From an optimization exercise on the open Yosys and OpenROAD flow, aimed at small area, a short achievable clock period and few clock cycles per item; shortcuts taken in it are not production practice.
Where RTL was checked, it was by simulation tests only, not by an equivalence proof against the original.
Power figures rest on the tool's default switching activity, not on a simulated workload.

==> nickel <==
Design mac_array, start of the top module:
module mac_array #(
  parameter int DATA_WIDTH = 8,
  parameter int ACC_WIDTH  = 16,
  parameter int NUM_LANES  = 8,
  parameter int VEC_LEN    = 8,
  parameter int SIGNED     = 1
) (
  input  logic                           clk,
  input  logic                           rst_n,
  input  logic                           clr,
  input  logic                           in_valid,
  output logic                           in_ready,
  input  logic [NUM_LANES*DATA_WIDTH-1:0] a_in,
  input  logic [DATA_WIDTH-1:0]          b_in,
  input  logic                           sat_en,
  output logic                           out_valid,
  input  logic                           out_ready,
  output logic [NUM_LANES*ACC_WIDTH-1:0] acc_out,
  output logic [NUM_LANES-1:0]           overflow,
  output logic                           busy
);
  logic [2:0] cnt;           
  logic v1, v2;              
  logic first1, last1, sat1;
  logic first2, last2, sat2;
  logic first2_n;            
  logic [11:0] benc, benc_n;   
  logic [11:0] benc_d;
  assign benc_d = mac_pkg::booth_enc(b_in);
  logic hold, accept, move, step;
  logic blk;                 
  logic v1_n, v2_n, ov_n;
  assign hold = out_valid && !out_ready;
  assign step = v2 && !hold;                  
  assign move = v1 && !(v2 && hold);          
  assign in_ready = !clr && !(blk && !out_ready);
  assign accept = in_valid && in_ready;
  assign busy = (cnt != 3'd0) || (v1 && last1) || (v2 && last2) || out_valid;
  always_comb begin
    v1_n = v1;
    v2_n = v2;
    ov_n = out_valid;
    if (clr) begin
      v1_n = 1'b0;
      v2_n = 1'b0;
      ov_n = 1'b0;
    end else begin
      if (accept) v1_n = 1'b1;
      else if (move) v1_n = 1'b0;
      if (move) v2_n = 1'b1;
      else if (step) v2_n = 1'b0;
      if (step && last2) ov_n = 1'b1;
      else if (out_valid && out_ready) ov_n = 1'b0;
    end
  end
  always_ff @(posedge clk or negedge rst_n) begin
    if (!rst_n) begin
      cnt <= '0;
      v1 <= 1'b0;
      v2 <= 1'b0;
      out_valid <= 1'b0;
      blk <= 1'b0;
    end else begin
      if (clr) cnt <= '0;
      else if (accept) cnt <= cnt + 1'b1;
      v1 <= v1_n;
      v2 <= v2_n;
      out_valid <= ov_n;
      blk <= v1_n && v2_n && ov_n;
    end
  end
  always_ff @(posedge clk) begin
  ...
Settings: LEC_CHECK=0, CAP_MARGIN=20, CORE_MARGIN=2, CORE_UTILIZATION=40, SETUP_SLACK_MARGIN=3.0, SLEW_MARGIN=20; clock period 6.0 ns.
standard.sh (not shown) runs the stock make flow with config.mk's settings and CLKGATE_MAP_FILE= SYNTH_SCRIPT=/design/flow/synth_recipe.tcl, a recipe that flattens the netlist after the stock synthesis.
==> flow/flow/run.sh <==
#!/bin/bash
# Own layout flow: the standard layout (standard synthesis unchanged), with each port buffered
# by a buf_2 instead of the default delay-buffer cell, and with Yosys/ABC's buffers removed at
# floorplan instead of a timing repair before placement (timing is repaired after placement).
# The make output goes to flow_make.log here.
set -euo pipefail
cd "$(dirname "$0")/.."
bash standard.sh 'BUFFER_PORTS_ARGS=-buffer_cell sky130_fd_sc_hd__buf_2' 'REMOVE_ABC_BUFFERS=1' finish > flow_make.log 2>&1
==> inputs of tundra, as changes to nickel <==
--- a/flow/design.v
+++ b/flow/design.v
@@ -13,30 +13,26 @@
 endpackage
 module mac_lane #(
   parameter bit INV = 1'b0    
 ) (
   input  logic        clk,
-  input  logic        load_a,
-  input  logic [7:0]  a_in,
+  input  logic [7:0]  a,
   input  logic [11:0] benc,
   input  logic        load_p,
   input  logic        sat,
   input  logic        first,
   input  logic        en,
   output logic [15:0] acc,
   output logic        overflow
 );
-  logic [7:0] a;
   logic [11:0] be;
   logic fi;
   logic [8:0] x0, x1, x2, x3;
   logic [28:0] pr, pr_d;
   logic [15:0] acc_in;
   logic [16:0] pp, gg, cy, s, row0, row1;
   logic ov, ov0, ov1, ovs;
-  logic [15:0] wacc;        
-  logic pend, psgn;         
   logic [15:0] acc_d;
   logic s1;
   logic c2;
   logic s3;
   logic c4;
@@ -165,14 +161,13 @@
   logic G127;
   assign x0 = (({9{be[0]}} & {a[7], a}) | ({9{be[1]}} & {a, 1'b0})) ^ {9{be[2]}};
   assign x1 = (({9{be[3]}} & {a[7], a}) | ({9{be[4]}} & {a, 1'b0})) ^ {9{be[5]}};
   assign x2 = (({9{be[6]}} & {a[7], a}) | ({9{be[7]}} & {a, 1'b0})) ^ {9{be[8]}};
   assign x3 = (({9{be[9]}} & {a[7], a}) | ({9{be[10]}} & {a, 1'b0})) ^ {9{be[11]}};
-  assign be = benc ^ {12{INV}};
+  assign be = benc;
   assign fi = first ^ INV;
   assign acc_in = fi ? 16'd0 : acc;
-  assign acc = pend ? {psgn, {15{~psgn}}} : wacc;
   assign s1 = be[11] ^ x0[6];
   assign c2 = be[11] & x0[6];
   assign s3 = x0[7] ^ x1[5];
   assign c4 = x0[7] & x1[5];
   assign s5 = 1'b1 ^ ~x0[8] ^ x1[6];
@@ -377,19 +372,19 @@
   assign pr_d[24] = c44;   
   assign pr_d[25] = s47;   
   assign pr_d[26] = c46;   
   assign pr_d[27] = ~x3[8];   
   assign pr_d[28] = c48;   
-  assign ov = s[16] ^ s[15];
-  assign acc_d = s[15:0];
+  assign ov0 = pp[16] ^ gg[15] ^ pp[15];
+  assign ov1 = pp[16] ^ (gg[15] | pp[15]) ^ ~pp[15];
+  assign ov = cy[15] ? ov1 : ov0;
+  assign ovs = ov && sat;
+  assign acc_d = ovs ? {~s[15], {15{s[15]}}} : s[15:0];
   always_ff @(posedge clk) begin
-    if (load_a) a <= a_in;
     if (load_p) pr <= pr_d;
     if (en) begin
-      wacc <= acc_d;
-      pend <= ov && sat;
-      psgn <= s[16];
+      acc <= acc_d;
       overflow <= (overflow && !fi) || ov;
     end
   end
 endmodule
 module mac_array #(
@@ -412,86 +407,67 @@
   output logic [NUM_LANES*ACC_WIDTH-1:0] acc_out,
   output logic [NUM_LANES-1:0]           overflow,
   output logic                           busy
 );
   logic [2:0] cnt;           
-  logic v1, v2;              
-  logic first1, last1, sat1;
+  logic v2;                  
   logic first2, last2, sat2;
   logic first2_n;            
-  logic [11:0] benc, benc_n;   
-  logic [11:0] benc_d;
-  assign benc_d = mac_pkg::booth_enc(b_in);
-  logic hold, accept, move, step;
+  logic [11:0] benc;         
+  logic hold, accept, step;
   logic blk;                 
-  logic v1_n, v2_n, ov_n;
+  logic v2_n, ov_n;
+  assign benc = mac_pkg::booth_enc(b_in);
   assign hold = out_valid && !out_ready;
   assign step = v2 && !hold;                  
-  assign move = v1 && !(v2 && hold);          
   assign in_ready = !clr && !(blk && !out_ready);
   assign accept = in_valid && in_ready;
-  assign busy = (cnt != 3'd0) || (v1 && last1) || (v2 && last2) || out_valid;
+  assign busy = (cnt != 3'd0) || (v2 && last2) || out_valid;
   always_comb begin
-    v1_n = v1;
     v2_n = v2;
     ov_n = out_valid;
     if (clr) begin
-      v1_n = 1'b0;
       v2_n = 1'b0;
       ov_n = 1'b0;
     end else begin
-      if (accept) v1_n = 1'b1;
-      else if (move) v1_n = 1'b0;
-      if (move) v2_n = 1'b1;
+      if (accept) v2_n = 1'b1;
       else if (step) v2_n = 1'b0;
       if (step && last2) ov_n = 1'b1;
       else if (out_valid && out_ready) ov_n = 1'b0;
     end
   end
   always_ff @(posedge clk or negedge rst_n) begin
     if (!rst_n) begin
       cnt <= '0;
-      v1 <= 1'b0;
       v2 <= 1'b0;
       out_valid <= 1'b0;
       blk <= 1'b0;
     end else begin
       if (clr) cnt <= '0;
       else if (accept) cnt <= cnt + 1'b1;
-      v1 <= v1_n;
       v2 <= v2_n;
       out_valid <= ov_n;
-      blk <= v1_n && v2_n && ov_n;
+      blk <= v2_n && ov_n;
     end
   end
   always_ff @(posedge clk) begin
     if (accept) begin
-      benc <= benc_d;
-      benc_n <= ~benc_d;
-      sat1 <= sat_en;
-      first1 <= (cnt == 3'd0);
-      last1 <= (cnt == 3'd7);
-    end
-    if (move) begin
-      sat2 <= sat1;
-      first2 <= first1;
-      first2_n <= !first1;
-      last2 <= last1;
+      sat2 <= sat_en;
+      first2 <= (cnt == 3'd0);
+      first2_n <= (cnt != 3'd0);
+      last2 <= (cnt == 3'd7);
     end
   end
   for (genvar i = 0; i < NUM_LANES; i++) begin : g_lane
     localparam bit INVL = (i >= NUM_LANES / 2);
-    logic [11:0] lane_benc;
     logic lane_first;
-    assign lane_benc = INVL ? benc_n : benc;
     assign lane_first = INVL ? first2_n : first2;
     mac_lane #(.INV(INVL)) u_lane (
       .clk(clk),
-      .load_a(accept),
-      .a_in(a_in[i*DATA_WIDTH +: DATA_WIDTH]),
-      .benc(lane_benc),
-      .load_p(move),
+      .a(a_in[i*DATA_WIDTH +: DATA_WIDTH]),
+      .benc(benc),
+      .load_p(accept),
       .sat(sat2),
       .first(lane_first),
       .en(step),
       .acc(acc_out[i*ACC_WIDTH +: ACC_WIDTH]),
       .overflow(overflow[i])
==> flow/flow/run.sh (replaced) <==
#!/bin/bash
# Own layout flow: the standard layout (standard synthesis unchanged), with each port buffered
# by a buf_2 instead of the default delay-buffer cell. The make output goes to flow_make.log here.
set -euo pipefail
cd "$(dirname "$0")/.."
bash standard.sh 'BUFFER_PORTS_ARGS=-buffer_cell sky130_fd_sc_hd__buf_2' finish > flow_make.log 2>&1
Settings changed: SETUP_SLACK_MARGIN 3.0 to 2.5.
==> inputs of amber, as changes to nickel <==
--- a/flow/design.v
+++ b/flow/design.v
@@ -9,13 +9,11 @@
       e[3*j + 2] = bx[2*j+2];
     end
     booth_enc = e;
   endfunction
 endpackage
-module mac_lane #(
-  parameter bit INV = 1'b0    
-) (
+module mac_lane (
   input  logic        clk,
   input  logic        load_a,
   input  logic [7:0]  a_in,
   input  logic [11:0] benc,
   input  logic        load_p,
@@ -24,20 +22,15 @@
   input  logic        en,
   output logic [15:0] acc,
   output logic        overflow
 );
   logic [7:0] a;
-  logic [11:0] be;
-  logic fi;
   logic [8:0] x0, x1, x2, x3;
   logic [28:0] pr, pr_d;
   logic [15:0] acc_in;
-  logic [16:0] pp, gg, cy, s, row0, row1;
-  logic ov, ov0, ov1, ovs;
-  logic [15:0] wacc;        
-  logic pend, psgn;         
-  logic [15:0] acc_d;
+  logic [16:0] pp, gg, cy, s;
+  logic ov;
   logic s1;
   logic c2;
   logic s3;
   logic c4;
   logic s5;
@@ -161,28 +154,25 @@
   logic G123;
   logic G124;
   logic G125;
   logic G126;
   logic G127;
-  assign x0 = (({9{be[0]}} & {a[7], a}) | ({9{be[1]}} & {a, 1'b0})) ^ {9{be[2]}};
-  assign x1 = (({9{be[3]}} & {a[7], a}) | ({9{be[4]}} & {a, 1'b0})) ^ {9{be[5]}};
-  assign x2 = (({9{be[6]}} & {a[7], a}) | ({9{be[7]}} & {a, 1'b0})) ^ {9{be[8]}};
-  assign x3 = (({9{be[9]}} & {a[7], a}) | ({9{be[10]}} & {a, 1'b0})) ^ {9{be[11]}};
-  assign be = benc ^ {12{INV}};
-  assign fi = first ^ INV;
-  assign acc_in = fi ? 16'd0 : acc;
-  assign acc = pend ? {psgn, {15{~psgn}}} : wacc;
-  assign s1 = be[11] ^ x0[6];
-  assign c2 = be[11] & x0[6];
+  assign x0 = (({9{benc[0]}} & {a[7], a}) | ({9{benc[1]}} & {a, 1'b0})) ^ {9{benc[2]}};
+  assign x1 = (({9{benc[3]}} & {a[7], a}) | ({9{benc[4]}} & {a, 1'b0})) ^ {9{benc[5]}};
+  assign x2 = (({9{benc[6]}} & {a[7], a}) | ({9{benc[7]}} & {a, 1'b0})) ^ {9{benc[8]}};
+  assign x3 = (({9{benc[9]}} & {a[7], a}) | ({9{benc[10]}} & {a, 1'b0})) ^ {9{benc[11]}};
+  assign acc_in = first ? 16'd0 : acc;
+  assign s1 = benc[11] ^ x0[6];
+  assign c2 = benc[11] & x0[6];
   assign s3 = x0[7] ^ x1[5];
   assign c4 = x0[7] & x1[5];
   assign s5 = 1'b1 ^ ~x0[8] ^ x1[6];
   assign c6 = (1'b1 & ~x0[8]) | (1'b1 & x1[6]) | (~x0[8] & x1[6]);
   assign s7 = 1'b1 ^ x1[7];
   assign c8 = 1'b1 & x1[7];
-  assign s9 = be[8] ^ x0[4];
-  assign c10 = be[8] & x0[4];
+  assign s9 = benc[8] ^ x0[4];
+  assign c10 = benc[8] & x0[4];
   assign s11 = x0[5] ^ x1[3];
   assign c12 = x0[5] & x1[3];
   assign s13 = x1[4] ^ x2[2] ^ x3[0];
   assign c14 = (x1[4] & x2[2]) | (x1[4] & x3[0]) | (x2[2] & x3[0]);
   assign s15 = x2[3] ^ x3[1] ^ s3;
@@ -193,12 +183,12 @@
   assign c20 = (x2[5] & x3[3]) | (x2[5] & s7) | (x3[3] & s7);
   assign s21 = ~x1[8] ^ x2[6] ^ x3[4];
   assign c22 = (~x1[8] & x2[6]) | (~x1[8] & x3[4]) | (x2[6] & x3[4]);
   assign s23 = 1'b1 ^ x2[7];
   assign c24 = 1'b1 & x2[7];
-  assign s25 = be[5] ^ x0[2];
-  assign c26 = be[5] & x0[2];
+  assign s25 = benc[5] ^ x0[2];
+  assign c26 = benc[5] & x0[2];
   assign s27 = x0[3] ^ x1[1];
   assign c28 = x0[3] & x1[1];
   assign s29 = x1[2] ^ x2[0] ^ s9;
   assign c30 = (x1[2] & x2[0]) | (x1[2] & s9) | (x2[0] & s9);
   assign s31 = x2[1] ^ s11 ^ c10;
@@ -348,11 +338,11 @@
   assign cy[13] = G124;
   assign cy[14] = G125;
   assign cy[15] = G126;
   assign cy[16] = G127;
   assign s = pp ^ cy;
-  assign pr_d[0] = be[2];   
+  assign pr_d[0] = benc[2];   
   assign pr_d[1] = x0[0];   
   assign pr_d[2] = x0[1];   
   assign pr_d[3] = x1[0];   
   assign pr_d[4] = s25;   
   assign pr_d[5] = s27;   
@@ -378,19 +368,16 @@
   assign pr_d[25] = s47;   
   assign pr_d[26] = c46;   
   assign pr_d[27] = ~x3[8];   
   assign pr_d[28] = c48;   
   assign ov = s[16] ^ s[15];
-  assign acc_d = s[15:0];
   always_ff @(posedge clk) begin
     if (load_a) a <= a_in;
     if (load_p) pr <= pr_d;
     if (en) begin
-      wacc <= acc_d;
-      pend <= ov && sat;
-      psgn <= s[16];
-      overflow <= (overflow && !fi) || ov;
+      acc <= (ov && sat) ? {s[16], {15{~s[16]}}} : s[15:0];
+      overflow <= (overflow && !first) || ov;
     end
   end
 endmodule
 module mac_array #(
   parameter int DATA_WIDTH = 8,
@@ -415,85 +402,61 @@
 );
   logic [2:0] cnt;           
   logic v1, v2;              
   logic first1, last1, sat1;
   logic first2, last2, sat2;
-  logic first2_n;            
-  logic [11:0] benc, benc_n;   
-  logic [11:0] benc_d;
-  assign benc_d = mac_pkg::booth_enc(b_in);
+  logic [11:0] benc;
   logic hold, accept, move, step;
-  logic blk;                 
-  logic v1_n, v2_n, ov_n;
   assign hold = out_valid && !out_ready;
   assign step = v2 && !hold;                  
   assign move = v1 && !(v2 && hold);          
-  assign in_ready = !clr && !(blk && !out_ready);
+  assign in_ready = !clr && !(v1 && v2 && hold);
   assign accept = in_valid && in_ready;
   assign busy = (cnt != 3'd0) || (v1 && last1) || (v2 && last2) || out_valid;
-  always_comb begin
-    v1_n = v1;
-    v2_n = v2;
-    ov_n = out_valid;
-    if (clr) begin
-      v1_n = 1'b0;
-      v2_n = 1'b0;
-      ov_n = 1'b0;
-    end else begin
-      if (accept) v1_n = 1'b1;
-      else if (move) v1_n = 1'b0;
-      if (move) v2_n = 1'b1;
-      else if (step) v2_n = 1'b0;
-      if (step && last2) ov_n = 1'b1;
-      else if (out_valid && out_ready) ov_n = 1'b0;
-    end
-  end
   always_ff @(posedge clk or negedge rst_n) begin
     if (!rst_n) begin
       cnt <= '0;
       v1 <= 1'b0;
       v2 <= 1'b0;
       out_valid <= 1'b0;
-      blk <= 1'b0;
+    end else if (clr) begin
+      cnt <= '0;
+      v1 <= 1'b0;
+      v2 <= 1'b0;
+      out_valid <= 1'b0;
     end else begin
-      if (clr) cnt <= '0;
-      else if (accept) cnt <= cnt + 1'b1;
-      v1 <= v1_n;
-      v2 <= v2_n;
-      out_valid <= ov_n;
-      blk <= v1_n && v2_n && ov_n;
+      if (accept) cnt <= cnt + 1'b1;
+      if (accept) v1 <= 1'b1;
+      else if (move) v1 <= 1'b0;
+      if (move) v2 <= 1'b1;
+      else if (step) v2 <= 1'b0;
+      if (step && last2) out_valid <= 1'b1;
+      else if (out_valid && out_ready) out_valid <= 1'b0;
     end
   end
   always_ff @(posedge clk) begin
     if (accept) begin
-      benc <= benc_d;
-      benc_n <= ~benc_d;
+      benc <= mac_pkg::booth_enc(b_in);
       sat1 <= sat_en;
       first1 <= (cnt == 3'd0);
       last1 <= (cnt == 3'd7);
     end
     if (move) begin
       sat2 <= sat1;
       first2 <= first1;
-      first2_n <= !first1;
       last2 <= last1;
     end
   end
   for (genvar i = 0; i < NUM_LANES; i++) begin : g_lane
-    localparam bit INVL = (i >= NUM_LANES / 2);
-    logic [11:0] lane_benc;
-    logic lane_first;
-    assign lane_benc = INVL ? benc_n : benc;
-    assign lane_first = INVL ? first2_n : first2;
-    mac_lane #(.INV(INVL)) u_lane (
+    mac_lane u_lane (
       .clk(clk),
       .load_a(accept),
       .a_in(a_in[i*DATA_WIDTH +: DATA_WIDTH]),
-      .benc(lane_benc),
+      .benc(benc),
       .load_p(move),
       .sat(sat2),
-      .first(lane_first),
+      .first(first2),
       .en(step),
       .acc(acc_out[i*ACC_WIDTH +: ACC_WIDTH]),
       .overflow(overflow[i])
     );
   end
==> flow/flow/run.sh (replaced) <==
#!/bin/bash
# Own layout flow: the standard layout (standard synthesis unchanged), with each port buffered
# by a buf_2 instead of the default delay-buffer cell. The make output goes to flow_make.log here.
set -euo pipefail
cd "$(dirname "$0")/.."
bash standard.sh 'BUFFER_PORTS_ARGS=-buffer_cell sky130_fd_sc_hd__buf_2' finish > flow_make.log 2>&1
==> inputs of xenon, as changes to nickel <==
--- a/flow/design.v
+++ b/flow/design.v
@@ -33,10 +33,11 @@
   logic [15:0] acc_in;
   logic [16:0] pp, gg, cy, s, row0, row1;
   logic ov, ov0, ov1, ovs;
   logic [15:0] wacc;        
   logic pend, psgn;         
+  logic sel_w, sel_hi, sel_lo;
   logic [15:0] acc_d;
   logic s1;
   logic c2;
   logic s3;
   logic c4;
@@ -167,12 +168,15 @@
   assign x1 = (({9{be[3]}} & {a[7], a}) | ({9{be[4]}} & {a, 1'b0})) ^ {9{be[5]}};
   assign x2 = (({9{be[6]}} & {a[7], a}) | ({9{be[7]}} & {a, 1'b0})) ^ {9{be[8]}};
   assign x3 = (({9{be[9]}} & {a[7], a}) | ({9{be[10]}} & {a, 1'b0})) ^ {9{be[11]}};
   assign be = benc ^ {12{INV}};
   assign fi = first ^ INV;
-  assign acc_in = fi ? 16'd0 : acc;
   assign acc = pend ? {psgn, {15{~psgn}}} : wacc;
+  assign sel_w = !fi && !pend;
+  assign sel_hi = !fi && pend && psgn;
+  assign sel_lo = !fi && pend && !psgn;
+  assign acc_in = ({16{sel_w}} & wacc) | {sel_hi, {15{sel_lo}}};
   assign s1 = be[11] ^ x0[6];
   assign c2 = be[11] & x0[6];
   assign s3 = x0[7] ^ x1[5];
   assign c4 = x0[7] & x1[5];
   assign s5 = 1'b1 ^ ~x0[8] ^ x1[6];
==> flow/flow/run.sh (replaced) <==
#!/bin/bash
# Own layout flow: the standard layout (standard synthesis unchanged), with each port buffered
# by a buf_2 instead of the default delay-buffer cell. The make output goes to flow_make.log here.
set -euo pipefail
cd "$(dirname "$0")/.."
bash standard.sh 'BUFFER_PORTS_ARGS=-buffer_cell sky130_fd_sc_hd__buf_2' finish > flow_make.log 2>&1
==> impl_metrics.csv <==
group,metric,value,unit
outcome,status,"finished clean",
cts,clock-sinks,480,
power,combPwrFrac,37.2,%
final_layout,final_cell_mix,"inv_1 (637), edfxtp_1 (473), xnor2_1 (290)",
synthesis,muxShareOfSynthArea,0.446,%
drt,drt_wl_total,86500,µm
worst_setup_path,path_buf_inv,2,
power,clockPowerShare,27.6,%
final_layout,multi_input_area_share,43.3,%
the above is filed under nickel

==> impl_metrics.csv <==
group,metric,value,unit
power,combPwrFrac,44.6,%
power,clockPowerShare,24.3,%
cts,clock-sinks,449,
synthesis,muxShareOfSynthArea,0.0339,%
worst_setup_path,path_buf_inv,5,
drt,drt_wl_total,92300,µm
synthesis,synth_area,33200,µm²
outcome,status,"finished clean",
global_route,grt_max_degree,140,
final_layout,multi_input_area_share,47.0,%
final_layout,final_cell_mix,"inv_1 (479), edfxtp_1 (443), xnor2_1 (251)",
the above is filed under amber

==> impl_metrics.csv <==
group,metric,value,unit
power,clockPowerShare,19.6,%
final_layout,final_cell_mix,"a21oi_1 (536), inv_1 (519), edfxtp_1 (365)",
floorplan,tap_cells,1155,
drt,drt_wl_total,108000,µm
worst_setup_path,path_buf_inv,5,
synthesis,async_flop_share,1.62,%
outcome,status,"finished clean",
power,combPwrFrac,53.4,%
power,internal-power,8.91,mW
cts,clock-sinks,371,
final_layout,inverters,535,
final_layout,multi_input_area_share,53.6,%
final_layout,antennaDiodeCount,14,
synthesis,muxShareOfSynthArea,1.04,%
the above is filed under tundra

==> impl_metrics.csv <==
group,metric,value,unit
synthesis,synth_common_cells,"inv_1 (610), edfxtp_1 (473), xnor2_1 (297)",
final_layout,final_cell_mix,"inv_1 (585), edfxtp_1 (473), xnor2_1 (294)",
outcome,status,"finished clean",
cts,post_cts_resized,412,
power,combPwrFrac,38.6,%
synthesis,muxShareOfSynthArea,0.462,%
cts,clock-sinks,480,
cts,clk_pin_slew,0.06,ns
power,clockPowerShare,26.8,%
synthesis,synth_enable_flop_cells,473,
drt,drt_wl_total,89200,µm
final_layout,layout.nets,3937,
final_layout,multi_input_area_share,43.9,%
worst_setup_path,path_buf_inv,7,
the above is filed under xenon

Testbench counts of amber, summed over its fixed seeds: cycles 3,096, vectors 384.
Function not checked in nickel, tundra and xenon: the RTL went through the layout flow alone.

## afterwards: timing with drivers on the ports
How much do the figures lean on ideal ports? The routed layouts below were timed once more, with nothing changed but the port constraints. Step 1, drivers: a clkbuf_16 drives clk and a buf_2 each remaining input, both assumed. Step 2, shift: input delay + t, output delay - t, t = (earliest + latest rising clock arrival at the registers) / 2. This alone moves slack from input paths to output paths. Three values: no drivers, after step 1, after step 2; two values: the first two.
| run | t (ns) | setup slack, ns | clock arrival spread, ns |
|---|---|---|---|
| nickel | 0.669 | 2.600 / 2.600 / 2.600 | 0.041 / 0.041 |
| tundra | 0.654 | 2.311 / 2.311 / 1.849 | 0.020 / 0.020 |
| amber | 0.669 | 2.395 / 2.395 / 2.395 | 0.016 / 0.016 |
| xenon | 0.698 | 2.600 / 2.558 / 2.588 | 0.057 / 0.056 |
After both steps every run listed still meets setup and hold. The setup slack of tundra, which loses most, moves by 0.000 ns with the drivers and by -0.462 ns with both steps.
